This design comes from an exercise in tuning for small area, a short achievable clock period and few clock cycles per item on the open sky130 flow, not from production work.
Where RTL was checked, it was by simulation tests only, not by an equivalence proof against the original.

==> v1: inputs <==
## yuv2rgb_top
module yuv2rgb_top #(
	parameter int img_width = 320,
	parameter int img_height = 240
) (
	input logic CLOCK_50_I,
	input logic Resetn,
	input logic start,
	input logic [15:0] read_data,
	output logic [15:0] write_data,
	output logic [17:0] address,
	output logic write_en_n,
	output logic done
);
clock: 11.0 ns
lec_check: 0
cap_margin: 20
core_margin: 2
core_utilization: 40
slew_margin: 20
standard.sh (not shown) runs the stock make flow with config.mk's settings and CLKGATE_MAP_FILE= SYNTH_SCRIPT=/design/flow/synth_recipe.tcl, a recipe that flattens the netlist after the stock synthesis.
==> flow/flow/run.sh <==
#!/bin/bash
# Standard layout, with the port buffers made from buf_1 cells instead of the
# default choice (a delay buffer): smaller, and faster to the outputs.
set -e
export BUFFER_PORTS_ARGS="-buffer_cell sky130_fd_sc_hd__buf_1"
bash standard.sh > standard.log 2>&1
==> v34: changes against v1 <==
--- a/flow/design.v
+++ b/flow/design.v
@@ -30,17 +30,17 @@
 	logic finish;
 	logic wr_ok_n;
 	logic wr_issue;
 	logic [17:0] c_addr;
 	assign finish = active && (ph == 4'd6) && (mc == y_end);
 	assign wr_ok_n = wr_ok || ((ph == 4'd6) && (col == 7'd0));
 	assign wr_issue = active && !finish && wr_ok_n && ((ph == 4'd1) || (ph == 4'd2)
 		|| (ph == 4'd4) || (ph == 4'd5) || (ph == 4'd6) || (ph == 4'd8));
-	assign c_addr = (ph == 4'd0) ? (address + (v_base - u_base)) : (u_base2 + {{2{mc[15]}}, mc});
+	assign c_addr = ((ph == 4'd0) ? v_base2 : u_base2) + {{2{mc[15]}}, mc};
 	always_ff @(posedge CLOCK_50_I or negedge Resetn) begin
 		if (!Resetn) begin
 			active <= 1'b0;
 			ph <= 4'd9;
 			done <= 1'b0;
 			write_en <= 1'b0;
 		end else begin
 			done <= finish;
@@ -236,23 +236,20 @@
 	assign f_sum = {fh_a, fh_c, 7'd0} + {fh_b, fh_c, 7'd0};
 	assign fir_out = f_sum[16:8];
 	logic [15:0] yreg;
 	logic [7:0] l_in;
 	logic [23:0] l_ra, l_rb;
 	logic [23:0] l_reg;
 	logic [8:0] pu_p, pu_n, pv_p, pv_n;
 	logic [26:0] sr_ra, sr_rb, sg_ra, sg_rb, sb_ra, sb_rb;
-	logic [16:0] lo_r, lo_b;
-	logic [12:0] lo_g;
-	logic [10:0] mr_a, mr_b, mb_a, mb_b;
-	logic [14:0] mg_a, mg_b;
+	logic [16:0] lo_r, lo_g, lo_b;
+	logic [10:0] mr_a, mr_b, mg_a, mg_b, mb_a, mb_b;
 	logic mr_c, mg_c, mb_c;
-	logic [11:0] hr, hb;
-	logic [15:0] hg;
+	logic [11:0] hr, hg, hb;
 	logic [7:0] pix_r, pix_g, pix_b;
 	logic [7:0] save_b;
 	logic [15:0] save_gb;
 	function automatic logic [7:0] clip8(input logic [10:0] s);
 		if (s[10]) begin
 			clip8 = 8'd0;
 		end else if (s[9:8] != 2'd0) begin
 			clip8 = 8'd255;
@@ -546,17 +543,17 @@
 	assign hb_c117 = hb_c67 | hb_s68;
 	assign hb_s118 = ~(hb_c69 ^ hb_s70);
 	assign hb_c119 = hb_c69 | hb_s70;
 	assign hb_s120 = ~(hb_c71 ^ hb_s72);
 	assign hb_c121 = hb_c71 | hb_s72;
 	assign sb_ra = {hb_c121, hb_c119, hb_c117, hb_c115, hb_c113, hb_c111, hb_c109, hb_c107, hb_c105, hb_c103, hb_c101, hb_c99, hb_c97, hb_c95, hb_c93, hb_c91, hb_c89, hb_c87, hb_c85, hb_c83, hb_c81, hb_c79, hb_c77, hb_c75, hb_s74, pu_n[1], pu_n[0]};
 	assign sb_rb = {hb_c73, hb_s120, hb_s118, hb_s116, hb_s114, hb_s112, hb_s110, hb_s108, hb_s106, hb_s104, hb_s102, hb_s100, hb_s98, hb_s96, hb_s94, hb_s92, hb_s90, hb_s88, hb_s86, hb_s84, hb_s82, hb_s80, hb_s78, hb_s76, hb_s26, 1'b0, 1'b1};
 	assign lo_r = {1'b0, sr_ra[15:0]} + {1'b0, sr_rb[15:0]};
-	assign lo_g = {1'b0, sg_ra[11:0]} + {1'b0, sg_rb[11:0]};
+	assign lo_g = {1'b0, sg_ra[15:0]} + {1'b0, sg_rb[15:0]};
 	assign lo_b = {1'b0, sb_ra[15:0]} + {1'b0, sb_rb[15:0]};
 	assign hr = {mr_a, 1'b1} + {mr_b, mr_c};
 	assign hg = {mg_a, 1'b1} + {mg_b, mg_c};
 	assign hb = {mb_a, 1'b1} + {mb_b, mb_c};
 	always_ff @(posedge CLOCK_50_I) begin
 		if ((ph == 4'd6) || (ph == 4'd0)) begin
 			yreg <= read_data;
 		end else if ((ph == 4'd4) || (ph == 4'd8)) begin
@@ -565,25 +562,25 @@
 		l_reg <= l_ra + l_rb;
 		pv_p <= fir_out;
 		pv_n <= ~fir_out;
 		pu_p <= pv_p;
 		pu_n <= pv_n;
 		mr_a <= sr_ra[26:16];
 		mr_b <= sr_rb[26:16];
 		mr_c <= lo_r[16];
-		mg_a <= sg_ra[26:12];
-		mg_b <= sg_rb[26:12];
-		mg_c <= lo_g[12];
+		mg_a <= sg_ra[26:16];
+		mg_b <= sg_rb[26:16];
+		mg_c <= lo_g[16];
 		mb_a <= sb_ra[26:16];
 		mb_b <= sb_rb[26:16];
 		mb_c <= lo_b[16];
 		if ((ph == 4'd5) || (ph == 4'd7) || (ph == 4'd9) || (ph == 4'd1)) begin
 			pix_r <= clip8(hr[11:1]);
-			pix_g <= clip8(hg[15:5]);
+			pix_g <= clip8(hg[11:1]);
 			pix_b <= clip8(hb[11:1]);
 		end
 		if ((ph == 4'd7) || (ph == 4'd1)) begin
 			save_b <= pix_b;
 		end
 		if (ph == 4'd9) begin
 			save_gb <= {pix_g, pix_b};
 		end
Settings changed: CTS_BUF_LIST set to sky130_fd_sc_hd__clkbuf_16, CTS_CLUSTER_DIAMETER set to 120, CTS_CLUSTER_SIZE set to 20.
==> notes.md <==
quantity	v34	v1
Routed vias/inst	4.885	4.895
FILL cells	5884	5942
Syn avg cell area	11.01 um^2	11.11 um^2
Initial drt markers	1018	1085
Timing startpoint of the critical path	pv_p[8]	ph[0]
Number of buffers added by the clock tree synthesis step	26	50
Width of the die	254.8 um	256.4 um
Detailed placer's ending HPWL	44070 um	42950 um
Standard-cell rows	91	92
Number of non-clock inverters in the layout	484	475
Fraction of the mapped netlist area in simple logic gates	6.897%	6.929%
Pre-CTS setup slack	7.332 ns	7.467 ns
Critical path capture point	mg_c	address[1]
Worst Hold End	cw[6][5]	pu_p[0]
Post-layout instance count excluding filler cells	3192	3246
Standard cell with the maximum stage delay on the critical path	sky130_fd_sc_hd__dfxtp_1	sky130_fd_sc_hd__inv_1
Post-Route Utilization	43.87%	45.05%
Via count of the first global-routing pass	16290	16555
Complex-gate fraction of the synthesized area	10.18%	9.998%
Setup skew after layout	0.03180 ns	0.08055 ns
Largest fanout of any net on the critical path	7	22
Adder-cell area share of the yosys netlist	27.79%	27.12%
Outcome	complete, no violations	complete, no violations
Post-detailed-placement cell area	0.02638 mm^2	0.02664 mm^2
Largest net degree at the start of global routing	62	75
Testbench counts of v34, summed over its fixed seeds: cycles 1,152,168, frames 6.
Only the layout flow was run in v1; the RTL was not checked for function there.

static timing again, ports no longer ideal:
The flow's constraints put no driver on any port. The routed layouts listed below were extracted and timed again, unchanged, in two steps.
Step 1 assumes that a clkbuf_16 drives the clock port and a buf_2 every other input.
Step 2, shift: input delay + t, output delay - t, t = (earliest + latest rising clock arrival at the registers) / 2. This alone moves slack from input paths to output paths.
Slacks: no drivers / after step 1 / after step 2; pairs: no drivers / after step 1.
| run | shift t [ns] | setup slack, ns | hold WS [ns] | worst slew at a driven data input, ns |
|---|---|---|---|---|
| v1 | 0.643 | 7.411 / 7.411 / 7.411 | 0.391 / 0.391 / 0.391 | 0.04 |
| v34 | 0.627 | 7.298 / 7.298 / 7.298 | 0.416 / 0.416 / 0.416 | 0.05 |
After both steps every run listed still meets setup and hold.
